This is an optimization exercise on Yosys and OpenROAD, whose aim is small area, not a production implementation.
In this exercise RTL edits were held to simulation tests only and were not proved equivalent to the original.
Power is estimated from default activity; no workload was simulated.

### flow/run.sh
#!/bin/bash
# synth_recipe.tcl (not shown) runs the flow's synth.tcl, then flattens the netlist and writes it again
# the make line also repeats each setting of config.mk as NAME=value (left out here)
make -C /OpenROAD-flow-scripts/flow DESIGN_CONFIG=/design/flow/config.mk WORK_HOME=/design/flow/orfs CLKGATE_MAP_FILE= SYNTH_SCRIPT=/design/flow/synth_recipe.tcl finish
### flow/config.mk
export PLATFORM = sky130hd
export DESIGN_NAME = brick_color_table
export DESIGN_NICKNAME = brick_color_table
export VERILOG_FILES = /design/flow/design.v
export SDC_FILE = /design/flow/constraint.sdc
export NUM_CORES = 4
export LEC_CHECK = 0
export CAP_MARGIN = 40
export CORE_MARGIN = 2
export CORE_UTILIZATION = 40
export SLEW_MARGIN = 40
### flow/constraint.sdc
create_clock -name core_clock -period 8.0 [get_ports {clk}]
set_input_delay 1.6000 -clock core_clock [delete_from_list [all_inputs] [get_ports {clk}]]
set_output_delay 1.6000 -clock core_clock [all_outputs]
set_load 0.01 [all_outputs]
### flow/design.v
module brick_color_table #(
   parameter logic [7:0]  DEFAULT_COLOR = 8'hFF,
   parameter logic [15:0] STALL_LIMIT   = 16'd1000
) (
   input  logic       clk,
   input  logic       resetN,
   input  logic       newSeq,
   input  logic [7:0] colorIn,
   input  logic [7:0] colorCount,
   input  logic       rdReq,
   input  logic [7:0] brickIndex,
   output logic [7:0] brickColor,
   output logic       rdValid,
   output logic       tableReady,
   output logic [7:0] fillCount,
   output logic       stallErr
);
   typedef enum logic [1:0] {
      IDLE  = 2'd0,
      FILL  = 2'd1,
      READY = 2'd2
   } state_t;
   state_t      state_r, state_s;
   logic [7:0]  mem_r [0:255];
   logic [7:0]  prev_count_r, prev_count_s;
   logic [15:0] stall_cnt_r, stall_cnt_s;
   logic [7:0]  fill_count_r, fill_count_s;
   logic        table_ready_r, table_ready_s;
   logic        stall_err_r, stall_err_s;
   logic        wr_en_s;
   logic [7:0]  wr_addr_s;
   logic        advance_s;
   logic [7:0]  brick_color_r;
   logic        rd_valid_r;
   assign advance_s = (colorCount != prev_count_r);
   always_comb begin
      state_s       = state_r;
      prev_count_s  = prev_count_r;
      stall_cnt_s   = stall_cnt_r;
      fill_count_s  = fill_count_r;
      table_ready_s = table_ready_r;
      stall_err_s   = stall_err_r;
      wr_en_s       = 1'b0;
      wr_addr_s     = colorCount - 8'd1;
      if (newSeq) begin
         state_s       = FILL;
         prev_count_s  = colorCount;
         stall_cnt_s   = 16'd0;
         fill_count_s  = 8'd0;
         table_ready_s = 1'b0;
         stall_err_s   = 1'b0;
      end else begin
         case (state_r)
            IDLE: begin
               state_s = IDLE;
            end
            FILL: begin
               if (advance_s) begin
                  wr_en_s      = 1'b1;
                  prev_count_s = colorCount;
                  stall_cnt_s  = 16'd0;
                  if (fill_count_r == 8'd255) begin
                     fill_count_s = fill_count_r;
                  end else begin
                     fill_count_s = fill_count_r + 8'd1;
                  end
                  if (colorCount == 8'd255) begin
                     state_s       = READY;
                     table_ready_s = 1'b1;
                  end else begin
                     state_s = FILL;
                  end
               end else begin
                  stall_cnt_s = stall_cnt_r + 16'd1;
                  if (stall_cnt_s >= STALL_LIMIT) begin
                     state_s       = READY;
                     table_ready_s = 1'b1;
                     stall_err_s   = 1'b1;
                  end else begin
                     state_s = FILL;
                  end
               end
            end
            READY: begin
               state_s = READY;
            end
            default: begin
               state_s = IDLE;
            end
         endcase
      end
   end
   always_ff @(posedge clk or negedge resetN) begin
      if (!resetN) begin
         state_r       <= IDLE;
         prev_count_r  <= 8'd0;
         stall_cnt_r   <= 16'd0;
         fill_count_r  <= 8'd0;
         table_ready_r <= 1'b0;
         stall_err_r   <= 1'b0;
      end else begin
         state_r       <= state_s;
         prev_count_r  <= prev_count_s;
         stall_cnt_r   <= stall_cnt_s;
         fill_count_r  <= fill_count_s;
         table_ready_r <= table_ready_s;
         stall_err_r   <= stall_err_s;
      end
   end
   always_ff @(posedge clk or negedge resetN) begin
      if (!resetN) begin
         for (int i = 0; i < 256; i++) begin
            mem_r[i] <= DEFAULT_COLOR;
         end
      end else if (wr_en_s) begin
         mem_r[wr_addr_s] <= colorIn;
      end
   end
   always_ff @(posedge clk or negedge resetN) begin
      if (!resetN) begin
         brick_color_r <= DEFAULT_COLOR;
         rd_valid_r    <= 1'b0;
      end else begin
         rd_valid_r <= rdReq;
         if (rdReq) begin
            brick_color_r <= table_ready_r ? mem_r[brickIndex] : DEFAULT_COLOR;
         end
      end
   end
   assign brickColor = brick_color_r;
   assign rdValid    = rd_valid_r;
   assign tableReady = table_ready_r;
   assign fillCount  = fill_count_r;
   assign stallErr   = stall_err_r;
endmodule
==> results.txt <==
# TYPE chip_impl_metric gauge
chip_impl_info{name="status",value="finished clean"} 1
chip_impl_info{name="cell_repeated_most_along_the_worst_path",value="sky130_fd_sc_hd__buf_4"} 1
chip_impl_metric{name="finalCritPeriodShare",unit="%"} 70.1
chip_impl_metric{name="grt_first_pass_wirelength",unit="um"} 848000
chip_impl_metric{name="grt_antenna_before_repair",unit=""} 122
chip_impl_metric{name="synthesized_flop_and_latch_total",unit=""} 2093
chip_impl_metric{name="syn_inst",unit=""} 7166
chip_impl_metric{name="cts.reportedPaths.clkPinSlew",unit="ns"} 0.06
chip_impl_metric{name="dieHeight",unit="um"} 495
chip_impl_metric{name="pwr_density_cell",unit="nW/um^2"} 219
chip_impl_metric{name="vias_per_cell",unit=""} 7.52
chip_impl_metric{name="net-switching-power",unit="mW"} 6.55
chip_impl_metric{name="clock_sink_count",unit=""} 2093
chip_impl_info{name="timing.hold.worst.start",value="stall_err_r"} 1
chip_impl_metric{name="synth_fa_ha_area_share",unit="%"} 0.0519
chip_impl_metric{name="critical_path_depth",unit=""} 12
chip_impl_metric{name="synth_warnings",unit=""} 2
chip_impl_metric{name="grt_max_degree",unit=""} 129
chip_impl_metric{name="async_set_reset_flop_share_out_of_synthesis",unit="%"} 100
chip_impl_metric{name="nNetsFinal",unit=""} 7538
chip_impl_metric{name="synth-xor-area-share",unit="%"} 0.181
chip_impl_metric{name="postCtsHoldBufs",unit=""} 0
chip_impl_metric{name="layout-area-overhead-vs-synth",unit="%"} 18.7
chip_impl_metric{name="die_w",unit="um"} 495
chip_impl_metric{name="synth-edff-count",unit=""} 0
chip_impl_metric{name="globalRouteOverflowTotal",unit=""} 0
chip_impl_info{name="critical_path.top_delay_family",value="simple AND/OR/NAND/NOR gates"} 1
chip_impl_info{name="final_common_cell",value="sky130_fd_sc_hd__dfstp_2"} 1
chip_impl_info{name="critPathLaunchType",value="input port"} 1
chip_impl_metric{name="cts_repair_resize_count",unit=""} 0
chip_impl_info{name="synth.top_cells.by_area",value="sky130_fd_sc_hd__dfstp_2 56%, sky130_fd_sc_hd__mux2_2 24%, sky130_fd_sc_hd__a22oi_1 4.3%, sky130_fd_sc_hd__a32oi_1 1.6%, sky130_fd_sc_hd__clkbuf_1 1.4%"} 1
chip_impl_metric{name="post_synth_and_or_nand_nor_area_fraction",unit="%"} 5.85
chip_impl_info{name="cp_cell_sequence",value="buf_2 -> buf_4 -> nand4bb_2 -> buf_4 -> nor2_1 -> buf_4 -> a32oi_1 -> nand2_1 -> nor4_1 -> nand4_1 -> nor3_1 -> a31oi_1"} 1
chip_impl_metric{name="max_cap_violations",unit=""} 0
chip_impl_metric{name="max_slew.worst_pin.slew",unit="ns"} 1.12
chip_impl_metric{name="timing.hold.worst_path_depth",unit=""} 2
chip_impl_metric{name="cp_data_required_time",unit="ns"} 8.80
chip_impl_metric{name="io_pins",unit=""} 47
chip_impl_info{name="worstSetupEndpointType",value="register"} 1
chip_impl_metric{name="synthDominantCellAreaShare",unit="%"} 56.0
chip_impl_metric{name="clkPwrFrac",unit="%"} 45.5
chip_impl_metric{name="fraction_of_power_consumed_by_combinational_cells",unit="%"} 7.1
chip_impl_metric{name="timing.final.hold_violations",unit=""} 0
chip_impl_info{name="clock-root-buffer",value="sky130_fd_sc_hd__clkbuf_16"} 1
chip_impl_metric{name="drt_first_pass_iters",unit=""} 9
chip_impl_metric{name="num_vias",unit=""} 82800
chip_impl_metric{name="synthesis.nets",unit=""} 7198
chip_impl_metric{name="max_freq",unit="MHz"} 178
chip_impl_metric{name="clk_path_buf_depth",unit=""} 3
chip_impl_metric{name="worst_r2r_path_depth",unit=""} 8
chip_impl_metric{name="clkLatencyLatePin",unit="ns"} 0.94
chip_impl_metric{name="critPathMaxStageDelay",unit="ns"} 0.83
chip_impl_metric{name="ctsHtreeMaxLevel",unit=""} 4
chip_impl_metric{name="buffers_inserted_during_post_cts_setup_optimization",unit=""} 0
chip_impl_metric{name="slew_violations",unit=""} 0
chip_impl_metric{name="floorplan.initialDensity",unit="%"} 40.2
chip_impl_metric{name="layout-drive-gt1-share",unit="%"} 71.8
chip_impl_info{name="critPathKind",value="in2reg"} 1
chip_impl_metric{name="post-route-drc-count",unit=""} 0
chip_impl_info{name="most-common-layout-cells",value="2056 x sky130_fd_sc_hd__dfstp_2, 2052 x sky130_fd_sc_hd__mux2_2, 554 x sky130_fd_sc_hd__a22oi_1, 514 x sky130_fd_sc_hd__buf_4, 234 x sky130_fd_sc_hd__clkbuf_16"} 1
chip_impl_metric{name="synth.area.mux_share",unit="%"} 24.0
chip_impl_metric{name="syn-cell-area",unit="sq um"} 96500
chip_impl_metric{name="power_report.internal_total",unit="mW"} 18.5
chip_impl_metric{name="place.detailed.hpwl",unit="um"} 482000
chip_impl_metric{name="postSynthAreaPerCell",unit="sq um"} 13.5
chip_impl_metric{name="seq_power_share",unit="%"} 47.4
chip_impl_metric{name="worstPathArrival",unit="ns"} 6.41
chip_impl_metric{name="yosys.cell_types.count",unit=""} 81
chip_impl_metric{name="track_usage",unit="%"} 54.2
chip_impl_metric{name="totalWireLength",unit="um"} 678000
chip_impl_metric{name="buffer_ports.inserted",unit=""} 46
chip_impl_metric{name="gp_congestion",unit=""} 1.20
chip_impl_metric{name="timing.slew.headroom",unit="%"} 25.1
chip_impl_info{name="cpMaxStageDelayCell",value="sky130_fd_sc_hd__nor4_1"} 1
chip_impl_metric{name="max_fo_critical_path",unit=""} 25
chip_impl_info{name="tritoncts",value="built"} 1
chip_impl_metric{name="drt-initial-drc-count",unit=""} 13200
chip_impl_metric{name="final-instance-count-excl-fill",unit=""} 11000
chip_impl_metric{name="static-leakage-power",unit="nW"} 44.4
chip_impl_metric{name="die-area",unit="sq um"} 245000
chip_impl_metric{name="fin_clk_skew",unit="ns"} 0.0485
chip_impl_metric{name="core-area",unit="sq um"} 240000
chip_impl_info{name="setup_repair_after_global_routing_missed_its_margin",value="false"} 1
chip_impl_metric{name="cts-buffers-inserted",unit=""} 232
chip_impl_metric{name="final_setup_violations",unit=""} 0
chip_impl_metric{name="p_total",unit="mW"} 25.1
chip_impl_metric{name="swShare",unit="%"} 26.1
chip_impl_metric{name="placementRows",unit=""} 180
chip_impl_info{name="post-synth-top-area-cell",value="sky130_fd_sc_hd__dfstp_2"} 1
chip_impl_info{name="timing.critical_path.from",value="brickIndex[5]"} 1
chip_impl_metric{name="finalSetupTns",unit="ns"} 0
chip_impl_info{name="dominant_combinational_cell_family_by_area_after_synthesis",value="multiplexers"} 1
chip_impl_metric{name="vdd_drop_max",unit="V"} 0.000203
chip_impl_info{name="critical_r2r_launch",value="state_r[1]"} 1
chip_impl_metric{name="synth_compound_gate_area_share",unit="%"} 10.3
chip_impl_metric{name="antenna_left",unit=""} 0
chip_impl_metric{name="wl_per_cell",unit="um"} 61.6
chip_impl_metric{name="synth_sequential_area_ratio",unit="%"} 56.9
chip_impl_metric{name="number_of_cells_after_detailed_placement",unit=""} 10400
chip_impl_info{name="min-delay-path-class",value="reg2reg"} 1
chip_impl_info{name="synthFlopType",value="sky130_fd_sc_hd__dfstp_2"} 1
chip_impl_metric{name="timing.final.crit_period",unit="ns"} 5.61
chip_impl_metric{name="grt_pass1_vias",unit=""} 74700
chip_impl_metric{name="critical_path_buffer_and_inverter_count",unit=""} 4
-- kinds of logic after synthesis --
| kind of cell | Yosys count |
|---|---|
| flops | 2093 |
| mux | 2061 |
| compound gates | 1309 |
| simple gates | 1085 |
| buf+inv | 594 |
| xor+xnor | 20 |
| fa+ha+maj | 4 |
-- worst reg2reg max path, stage by stage (launching register included) --
cell and delay (ns):
sky130_fd_sc_hd__dfrtp_1 0.38, sky130_fd_sc_hd__inv_1 0.06, sky130_fd_sc_hd__ha_1 0.39, sky130_fd_sc_hd__o21ai_1 0.25
sky130_fd_sc_hd__nor2_2 0.64, sky130_fd_sc_hd__and4b_2 0.93, sky130_fd_sc_hd__nand2_1 0.73, sky130_fd_sc_hd__buf_4 0.44
sky130_fd_sc_hd__mux2_2 0.32
-- state kept, by name, indices dropped and copies added, names as in the netlist --
| signal | cells |
|---|---|
| stall_err_r | 1 |
| state_r | 2 |
| fill_count_r | 8 |
| table_ready_r | 1 |
| brick_color_r | 8 |
| mem_r | 2048 |
| stall_cnt_r | 16 |
| prev_count_r | 8 |
| rd_valid_r | 1 |
-- cell type report --
| type | count | area, sq um |
|---|---|---|
| Antenna cell | 112 | 280 |
| Clock buffer | 345 | 6740 |
| Clock inverter | 88 | 1150 |
| Fill cell | 21200 | 126000 |
| Inverter | 11 | 41.3 |
| Multi-Input combinational cell | 4479 | 40700 |
| Sequential cell | 2093 | 54900 |
| Tap cell | 3185 | 3990 |
| Timing Repair Buffer | 689 | 6730 |
-- stage by stage --
step | utilization, % | hold slack, ns | cell area, sq um | setup WS (ns)
3_5_place_dp | 44.1 | 0.488 | 106000 | 1.95
2_1_floorplan | - | 0.463 | 96500 | 4.08
4_1_cts | 47.4 | 0.501 | 114000 | 2.89
5_1_grt | 47.6 | 0.515 | 114000 | 2.63
6_report | 47.7 | 0.497 | 115000 | 2.39
3_3_place_gp | 43.3 | 0.479 | 104000 | 1.33
-- power groups by stage --
stage	Clock, mW	Combinational [mW]	Sequential [mW]
after global placement	0	1.63	12.0
after floorplan	0	0.792	11.8
after global routing	11.8	1.78	11.9
after detailed placement	0	1.70	12.0
after CTS	11.4	1.70	11.8
final	11.4	1.78	11.9
-- synthesized netlist by cell type, drive strengths merged, types with 41 or more instances --
| library cell | instances |
|---|---|
| a21oi | 69 |
| a221oi | 41 |
| a222oi | 71 |
| a22o | 69 |
| a22oi | 560 |
| a32oi | 176 |
| buf | 212 |
| clkbuf | 371 |
| dfstp | 2056 |
| mux2 | 2058 |
| nand2 | 258 |
| nand3 | 111 |
| nand4 | 80 |
| nor2 | 374 |
| nor3 | 65 |
| nor4 | 64 |
| o22ai | 166 |
-- layer usage --
layer / track usage (%) / wire length, um / vias to the layer above
met5: 4.52 / 1290 / -
met4: 46.8 / 74300 / 50
met3: 30.1 / 101000 / 2617
met2: 71.0 / 260000 / 8098
met1: 62.7 / 241000 / 43900
li1: - / - / 28100
-- worst paths after layout --
path                       slack [ns]               end
setup reg to reg                 3.77      mem_r[17][1]
hold / removal                   0.50       stall_err_r
hold reg to reg                  0.50       stall_err_r
max in group asynchronous        5.18      mem_r[97][5]
setup / recovery                 2.39  brick_color_r[5]
min in group asynchronous        0.55   stall_cnt_r[11]

[re-timing with driven ports]
Ports are ideal in the flow. The routed layout listed here was re-timed in OpenROAD. Step 1 (the two cells are an assumption about what drives the block):
set clk [get_ports {clk}]
set_driving_cell -lib_cell sky130_fd_sc_hd__clkbuf_16 $clk
set_driving_cell -lib_cell sky130_fd_sc_hd__buf_2 [delete_from_list [all_inputs] $clk]
Step 2 adds t to the input delays and takes it off the output delays; t is the mean of the earliest and latest rising clock arrival at the registers after step 1. Input paths then give back, and output paths get back, about the clock's delay inside the block. Slacks: no drivers / after step 1 / after step 2; pairs: no drivers / after step 1.
shift t [ns]: 1.020
setup slack, ns: 2.389 / 2.477 / 1.457
worst data-port slew with drivers (ns): 0.09
After both steps this run still meets setup and hold. For this run, drivers alone change the setup slack by +0.088 ns; drivers and shift together by -0.932 ns.
